From an optimization exercise on the open Yosys and OpenROAD flow, aimed at small area, a short achievable clock period and few clock cycles per item; shortcuts taken in it are not production practice. RTL that was checked went through simulation tests only; none was proved equivalent to the original. For run 2, only the layout was checked, not whether the RTL still works. No activity file was given, so power comes from the tool's default toggle rates.

==> flow/design.v (outline; a module is shown in full before it is edited, if it fits) <==
// module prefix_gcell: 12 lines
// module prefix_pcell: 11 lines
// module prefix_invcell: 6 lines
// module prefix_xcell: 7 lines
// module prefix_pgcell: 10 lines
// module prefix_pg0cell: 11 lines
// module prefix_sumcell: 9 lines
// module prefix_slice_adder: 2320 lines
// module prefix_add_unit: 59 lines
module prefix_add_unit (
  input  logic         clk_i,
  input  logic         rst_i,
  input  logic         flush_i,
  input  logic         req_valid_i,
  output logic         req_ready_o,
  input  logic [255:0] req_a_i,
  input  logic [255:0] req_b_i,
  input  logic         req_sub_i,
  input  logic         req_cin_i,
  output logic         resp_valid_o,
  input  logic         resp_ready_i,
  output logic [255:0] resp_sum_o,
  output logic         resp_cout_o,
  output logic         resp_ovf_o,
  output logic         busy_o
);
  // ...
==> flow/flow/run.sh <==
#!/bin/bash
# Standard ORFS layout, except that the port buffers are the smallest
# buffer cell (buf_1) instead of the cell buffer_ports picks by default.
set -e
echo 'export BUFFER_PORTS_ARGS = -buffer_cell sky130_fd_sc_hd__buf_1' >> "$FLOW_CONFIG"
bash standard.sh > standard.log 2>&1
==> flow/standard.sh <==
#!/bin/bash
# synth_recipe.tcl (not shown) runs the flow's synth.tcl, then flattens the netlist and writes it again
# the make line also repeats each setting of config.mk as NAME=value (left out here)
make -C /OpenROAD-flow-scripts/flow DESIGN_CONFIG=/design/flow/config.mk WORK_HOME=/design/flow/orfs CLKGATE_MAP_FILE= SYNTH_SCRIPT=/design/flow/synth_recipe.tcl "${@:-finish}"
==> flow/config.mk <==
export PLATFORM = sky130hd
export DESIGN_NAME = prefix_add_unit
export DESIGN_NICKNAME = prefix_add_unit
export VERILOG_FILES = /design/flow/design.v
export SDC_FILE = /design/flow/constraint.sdc
export NUM_CORES = 4
export LEC_CHECK = 0
export CAP_MARGIN = 20
export CORE_ASPECT_RATIO = 0.33
export CORE_MARGIN = 2
export CORE_UTILIZATION = 45
export SETUP_SLACK_MARGIN = 0.6
export SLEW_MARGIN = 20
export SYNTH_HIERARCHICAL = 1
export SYNTH_MINIMUM_KEEP_SIZE = 0
export BUFFER_PORTS_ARGS = -buffer_cell sky130_fd_sc_hd__buf_1
==> flow/constraint.sdc <==
create_clock -name core_clock -period 5.5 [get_ports {clk_i}]
set_input_delay 1.1000 -clock core_clock [delete_from_list [all_inputs] [get_ports {clk_i}]]
set_output_delay 1.1000 -clock core_clock [all_outputs]
set_load 0.01 [all_outputs]
==> reports/summary.txt, run 1 <==
CLOCK TREE
------------------------------------------------------------------------------------------------------
Clock transition at the register clock pins on the worst setup and hold paths after CTS .      0.07 ns
Post-cts hold buffer count ..............................................................            0
Clock network latency to the later pin of the worst-skew pair ...........................      0.57 ns
Gates resized, CTS repair ...............................................................            0

CRITICAL PATH
------------------------------------------------------------------------------------------------------
Reg2Reg Capture Point ...................................................................   sum_q[207]
Library cell contributing the largest single delay on the critical path .................      o21ai_1

TIMING
------------------------------------------------------------------------------------------------------
Number of hold violations in the final report ...........................................            0
Actual transition at the worst max-transition pin .......................................     0.935 ns
Unrepaired setup endpoints after global routing .........................................        false
Setup slack after layout ................................................................     0.971 ns

PWR
------------------------------------------------------------------------------------------------------
Pwr per Cell Area .......................................................................   301 nW/um2
Sw Share ................................................................................        0.381
Leak pwr ................................................................................      9.04 nW
Power of the combinational group ........................................................      3.37 mW

FINISH
------------------------------------------------------------------------------------------------------
Antenna diode instance count ............................................................            3
Flip-flop count of the largest register after layout ....................................          256
Net count, final ........................................................................         3691

DETAILED ROUTING
------------------------------------------------------------------------------------------------------
Total met2 wirelength after detailed routing ............................................     30500 um

WORST HOLD PATH
------------------------------------------------------------------------------------------------------
Class of the tightest hold or removal check ............................................. register to register
Terminating pin of the worst hold path ..................................................      valid_q
Min-Delay Startpoint ....................................................................      valid_q

YOSYS
------------------------------------------------------------------------------------------------------
Number of distinct library cells after synthesis ........................................           18
Compound-Gate Fraction of Synth Area ....................................................        0.193
Gate count of the mapped netlist ........................................................         2313
Parity-gate share of the synthesized area counting xor and xnor cells ...................        0.316
Cell types with the highest counts after synthesis ...................................... 385 x xor2_1, 383 x xnor2_1, 372 x nand2_1, 287 x o21ai_1, 258 x edfxtp_1
Main flop type after synthesis ..........................................................     edfxtp_1

GRT
------------------------------------------------------------------------------------------------------
Maximum number of pins on one net before global-route repair ............................           95
Overflow left after global routing ......................................................            0
Most Crowded Layer GR ...................................................................         met2

STATUS
------------------------------------------------------------------------------------------------------
Status ..................................................................................  timing/DRC/antenna clean

Testbench counts, summed over its fixed seeds: cycles 1,288, items 1,280.
==> run 2: changes to the inputs <==
--- a/flow/design.v
+++ b/flow/design.v
@@ -89,16 +89,18 @@
   input  logic               cin,
   output logic [SLICE_W-1:0] sum,
   output logic               cout,
   output logic               c_msb    
 );
   logic [SLICE_W-1:0] x;
   logic [SLICE_W-1:0] gn;
   logic [SLICE_W-1:0] pn;
+  logic               subn;
+  logic [SLICE_W/16-1:0] subq;
   logic g_1_0;
   logic g_3_2;
   logic p_3_2;
   logic g_5_4;
   logic p_5_4;
   logic g_7_6;
   logic p_7_6;
   logic g_9_8;
@@ -1112,20 +1114,24 @@
   logic g_248_0;
   logic g_250_0;
   logic g_252_0;
   logic pi_254_254;
   logic g_254_0;
   for (genvar i = 0; i < SLICE_W; i++) begin : g_x
     prefix_xcell u_x (.a(a[i]), .b(b[i]), .x(x[i]));
   end
+  prefix_invcell u_subn (.a(sub), .y(subn));
+  for (genvar k = 0; k < SLICE_W / 16; k++) begin : g_sub
+    prefix_invcell u_sub (.a(subn), .y(subq[k]));
+  end
   for (genvar i = 1; i < SLICE_W; i++) begin : g_pg
-    prefix_pgcell u_pg (.a(a[i]), .x(x[i]), .sub(sub), .gn(gn[i]), .pn(pn[i]));
+    prefix_pgcell u_pg (.a(a[i]), .x(x[i]), .sub(subq[i / 16]), .gn(gn[i]), .pn(pn[i]));
   end
-  prefix_pg0cell u_pg0 (.a(a[0]), .x(x[0]), .sub(sub), .cin(cin), .gn(gn[0]), .pn(pn[0]));
+  prefix_pg0cell u_pg0 (.a(a[0]), .x(x[0]), .sub(subq[0]), .cin(cin), .gn(gn[0]), .pn(pn[0]));
   prefix_gcell #(.IH(1), .IL(1), .IO(0)) u_g_1_0 (.gh(gn[1]), .ph(pn[1]), .gl(gn[0]), .go(g_1_0));
   prefix_gcell #(.IH(1), .IL(1), .IO(0)) u_g_3_2 (.gh(gn[3]), .ph(pn[3]), .gl(gn[2]), .go(g_3_2));
   prefix_pcell #(.IA(1), .IB(1), .IO(0)) u_p_3_2 (.pa(pn[3]), .pb(pn[2]), .po(p_3_2));
   prefix_gcell #(.IH(1), .IL(1), .IO(0)) u_g_5_4 (.gh(gn[5]), .ph(pn[5]), .gl(gn[4]), .go(g_5_4));
   prefix_pcell #(.IA(1), .IB(1), .IO(0)) u_p_5_4 (.pa(pn[5]), .pb(pn[4]), .po(p_5_4));
   prefix_gcell #(.IH(1), .IL(1), .IO(0)) u_g_7_6 (.gh(gn[7]), .ph(pn[7]), .gl(gn[6]), .go(g_7_6));
   prefix_pcell #(.IA(1), .IB(1), .IO(0)) u_p_7_6 (.pa(pn[7]), .pb(pn[6]), .po(p_7_6));
   prefix_gcell #(.IH(1), .IL(1), .IO(0)) u_g_9_8 (.gh(gn[9]), .ph(pn[9]), .gl(gn[8]), .go(g_9_8));
==> flow/config.mk (replaced) <==
export PLATFORM = sky130hd
export DESIGN_NAME = prefix_add_unit
export DESIGN_NICKNAME = prefix_add_unit
export VERILOG_FILES = /design/flow/design.v
export SDC_FILE = /design/flow/constraint.sdc
export NUM_CORES = 4
export LEC_CHECK = 0
export CAP_MARGIN = 20
export CORE_ASPECT_RATIO = 0.33
export CORE_MARGIN = 2
export CORE_UTILIZATION = 45
export SETUP_SLACK_MARGIN = 1.6
export SLEW_MARGIN = 20
export SYNTH_HIERARCHICAL = 1
export SYNTH_MINIMUM_KEEP_SIZE = 0
export BUFFER_PORTS_ARGS = -buffer_cell sky130_fd_sc_hd__buf_1
==> reports/summary.txt, run 2 <==
STATUS
------------------------------------------------------------------------------------------------------
Status ..................................................................................  timing/DRC/antenna clean

CRITICAL PATH
------------------------------------------------------------------------------------------------------
CP startpoint kind ......................................................................   input port
Worst setup EP type .....................................................................     register
Data required, critical path ............................................................      5.81 ns
Category of cells accounting for the largest share of critical-path delay ............... simple AND/OR/NAND/NOR gates
Delay of the slowest critical-path stage ................................................      0.32 ns
Cell breakdown of the critical path ..................................................... buf_8, clkinvlp_4, buf_12, buf_6, clkinvlp_4, buf_12, xnor2_4, nor2_2, nand2_2, nor2_4, nand2_4, nor2_4, nand2_1, nor2_1, inv_1, o21bai_4, a21boi_2, o21bai_2, a21boi_2, xor2_1
CP Max Fanout ...........................................................................            8
Start-to-end type of the worst setup path ............................................... input port to register
Library cell contributing the largest single delay on the critical path .................       nor2_4
Endpoint arrival time on the critical path ..............................................      4.30 ns
Bufs and invs on worst path .............................................................            7

FINISH
------------------------------------------------------------------------------------------------------
Net count, final ........................................................................         3837   +4.0%
Number of fillers in the final layout ...................................................         3686
Post-route non-filler standard cell count ...............................................         3972
Final standard cell utilization of the core .............................................        0.698
Layout-stage area growth over the synthesis result ......................................        51.4%
Flip-flop count of the largest register after layout ....................................          256   unchanged
Largest register by flop count ..........................................................        sum_q
Reg area ................................................................................     7770 um2
Multi-input logic area ..................................................................    17500 um2
Leading cell type in the layout, fill and taps excluded .................................        buf_1
Final non-filler cell area ..............................................................    32400 um2
Most used cells in the layout excluding fill and tap cells .............................. 778 x buf_1, 385 x xor2_1, 311 x nand2_1
Fraction of final layout cells with drive strength greater than 1 .......................        0.304

DIE
------------------------------------------------------------------------------------------------------
Initial standard-cell utilization of the core ...........................................        0.461
Total die area ..........................................................................    49600 um2
Die height ..............................................................................       129 um
Std cell rows ...........................................................................           45
Die width ...............................................................................       384 um
Area of the core region .................................................................    46400 um2
Top-Level Pins ..........................................................................          780

PLACED DESIGN
------------------------------------------------------------------------------------------------------
Detailed-placement wirelength estimate ..................................................     57400 um
Number of placed instances, taps included ...............................................         3761
Routability congestion estimate .........................................................        0.943
Port Buffers ............................................................................          779
Placed Instance Area ....................................................................    26100 um2

TIMING
------------------------------------------------------------------------------------------------------
Final slew viol count ...................................................................            0
Worst-case headroom to the max-slew limit ...............................................        0.250
Actual transition at the worst max-transition pin .......................................      1.13 ns   +0.191 ns
Number of hold violations in the final report ...........................................            0   unchanged
Worst Skew ..............................................................................    0.0196 ns
Unrepaired setup endpoints after global routing .........................................         true
Period minus WS final ...................................................................      3.99 ns
Fin crit share ..........................................................................        0.725
Number of setup violations in the final report ..........................................            0
Highest Clock Rate ......................................................................      251 MHz

CLOCK TREE
------------------------------------------------------------------------------------------------------
Clock network latency to the later pin of the worst-skew pair ...........................      0.57 ns   about the same
Total number of clock tree sinks ........................................................          259
TritonCTS clock tree ....................................................................          yes
Depth of the CTS H-tree .................................................................            1
Number of buffers on the longest clock path .............................................            3
Clock root buffer .......................................................................    clkbuf_16
Total clock buffers created by CTS ......................................................           25
Clock transition at the register clock pins on the worst setup and hold paths after CTS .      0.07 ns   about the same

DETAILED ROUTING
------------------------------------------------------------------------------------------------------
DRC violations left .....................................................................            0
Length of the first detailed-routing pass in iterations .................................            7
DR vias/cell ............................................................................         5.12
Number of nets with antenna violations after detailed routing ...........................            0
Final routed wirelength across all metal layers .........................................     75800 um
Starting DRC count in detailed routing ..................................................         1289
Mean routed wirelength per cell .........................................................      19.1 um
Via total after detailed routing ........................................................        20400

YOSYS
------------------------------------------------------------------------------------------------------
Cell types with the highest counts after synthesis ...................................... 385 x xor2_1, 383 x xnor2_1, 372 x nand2_1, 287 x o21ai_1, 258 x edfxtp_1
Main flop type after synthesis ..........................................................     edfxtp_1
Yosys top cell by area ..................................................................     edfxtp_1
Top post-synthesis cells by area ........................................................ edfxtp_1 36%, xor2_1 16%, xnor2_1 16%, o21ai_1 6.7%, a21oi_2 6.6%
Synthesized Nets ........................................................................         2849
Mean Syn Cell Area ......................................................................     9.18 um2
Total of warnings raised by yosys .......................................................            7
Leading cell type by number of instances after synthesis ................................       xor2_1
Number of flops mapped to enable cells by yosys .........................................          258
Area share of the leading cell type in the synthesized netlist ..........................        0.362
Ys async rst share ......................................................................            0
Share of synthesized area occupied by flip-flops and latches ............................        0.363
Post-synthesis cell area ................................................................    21400 um2
Count of state elements after synthesis .................................................          259
Number of distinct library cells after synthesis ........................................           18   unchanged
Gate count of the mapped netlist ........................................................         2330   +0.73%

PWR
------------------------------------------------------------------------------------------------------
Sequential Power Share ..................................................................        0.292
Pwr per Cell Area .......................................................................   285 nW/um2   -5.3%
Maximum vdd ir drop .....................................................................   0.000190 V
Share of power burned in combinational logic ............................................        0.497
Power spent charging and discharging nets ...............................................      3.54 mW
Total internal power ....................................................................      5.67 mW
Leak pwr ................................................................................      11.7 nW   +30%
Sw Share ................................................................................        0.384   +0.00346
Share of power burned in the clock network ..............................................        0.211
PnR Total Power .........................................................................      9.22 mW

WORST HOLD PATH
------------------------------------------------------------------------------------------------------
Class of the tightest hold or removal check ............................................. register to register

GRT
------------------------------------------------------------------------------------------------------
Overflow left after global routing ......................................................            0   unchanged
Number of antenna violations at the first check in global routing .......................            2
First-pass GRT wire length ..............................................................    106000 um
Maximum number of pins on one net before global-route repair ............................          141   +48%
All-Layer GR Usage ......................................................................        0.277
Vias in the first global route ..........................................................        19000

JOB
------------------------------------------------------------------------------------------------------
Maximum Capacitance Violations ..........................................................            0

-- run 2: cell count changes in the layout (fill, tap and decap cells not counted), moves of 37 or more --
cell	previous run	this run
nor2_2	1	61
nor2_1	203	97
xnor2_1	383	183
nor2_4	0	46
o21ai_2	0	82
o21bai_1	42	5
nand2_2	0	54
o21ai_1	287	166
buf_4	49	122
o21ai_4	0	39
xnor2_2	1	128
nand2_1	372	311
xnor2_4	0	73
-- run 2: final cells by class --
| cell class | count | area share |
|---|---|---|
| clock inverters | 19 | 0.00727 |
| inverters | 146 | 0.0187 |
| repair buffers | 962 | 0.151 |
| well taps | 634 | 0.0245 |
| multi-input cells | 1924 | 0.539 |
| flip-flops and latches | 259 | 0.240 |
| clock buffers | 27 | 0.0196 |
| diodes | 1 | 0.0000773 |
-- run 2: repair_timing --
action	in CTS	in global routing
pin swaps	29	152
endpoints found under the setup margin	198	165
hold buffers	0	0
cloned	1	2
resized for setup	234	444
setup buffers	72	89
-- run 2: power by group through the flow --
stage,combinational (mW),sequential [mW],clock [mW]
finish,4.58,2.69,1.95
global route,4.90,2.71,2.06
CTS,3.81,2.69,1.97
detailed placement,3.45,2.73,0
global placement,3.40,2.73,0
floorplan,2.38,2.87,0
-- run 2: routing by layer --
layer / GRT usage / wire length (um) / vias to the layer above / share of wire
met5: 0 / 13 / - / 0.00017
met4: 0.0547 / 1500 / 2 / 0.020
met3: 0.0424 / 4210 / 100 / 0.055
met2: 0.470 / 37200 / 524 / 0.49
met1: 0.380 / 32900 / 9929 / 0.43
li1: - / - / 9795 / -
-- run 2: worst min-delay path, cell delays in order, from the launching register on --
cell	delay (ns)
dfxtp_1	0.32
nor2b_4	0.14
o21a_1	0.16
-- run 2: kinds of logic (layout without fill, tap and decap cells) --
logic type      Yosys count  after routing  synth area share
xor+xnor                769            769             0.315
flops                   259            259             0.363
mux                       1              1          0.000468
other cells               0              1                 0
compound gates          575            575             0.193
simple gates            579            579             0.103
buf+inv                 147           1154            0.0260
-- run 2: per-module statistics from Yosys, one instance, submodules excluded, excerpt --
| module | cells | cell area, um2 | copies in the design |
|---|---|---|---|
| prefix_xcell | 1 | 8.76 | 256 |
| prefix_pgcell | 2 | 12.5 | 255 |
| prefix_invcell | 1 | 3.75 | 144 |
| prefix_pg0cell | 2 | 26.3 | 1 |
| prefix_add_unit | 267 | 7830 | 1 |
-- run 2: final timing paths --
| kind | cells after the start | start | slack (ns) | endpoint |
|---|---|---|---|---|
| setup / recovery | 20 | req_sub_i | 1.51 | sum_q[255] |
| hold / removal | 2 | valid_q | 0.66 | valid_q |
| setup reg to reg | 3 | valid_q | 3.50 | sum_q[151] |
| hold reg to reg | 2 | valid_q | 0.66 | valid_q |
-- run 2: through the flow --
stage / hold slack [ns] / TNS (ns) / setup slack, ns
after detailed placement: 0.650 / 0 / 0.105
final: 0.657 / 0 / 1.51
after global routing: 0.685 / 0 / 1.39
after floorplan: 0.671 / -663.43 / -2.57
after CTS: 0.658 / 0 / 1.48
after global placement: 0.646 / 0 / 0.243

==> port drivers added, routing unchanged <==
No port has a modelled driver above. Below, the same layouts with a new extraction and two added sets of constraints. Step 1: set_driving_cell puts a clkbuf_16 on clk_i and a buf_2 on each other input, an assumption about the parent block. Step 2 adds t to the input delays and takes it off the output delays; t is the mean of the earliest and latest rising clock arrival at the registers after step 1. Input paths then give back, and output paths get back, about the clock's delay inside the block. Slacks: no drivers / after step 1 / after step 2; pairs: no drivers / after step 1.
run | t, ns | setup WS [ns] | latest minus earliest clock arrival (ns)
run 1 | 0.628 | 0.971 / 1.004 / 0.376 | 0.019 / 0.020
run 2 | 0.623 | 1.511 / 1.530 / 0.906 | 0.031 / 0.031
After both steps every run listed still meets setup and hold. The setup slack of run 2, which loses most, moves by +0.019 ns with the drivers and by -0.605 ns with both steps.
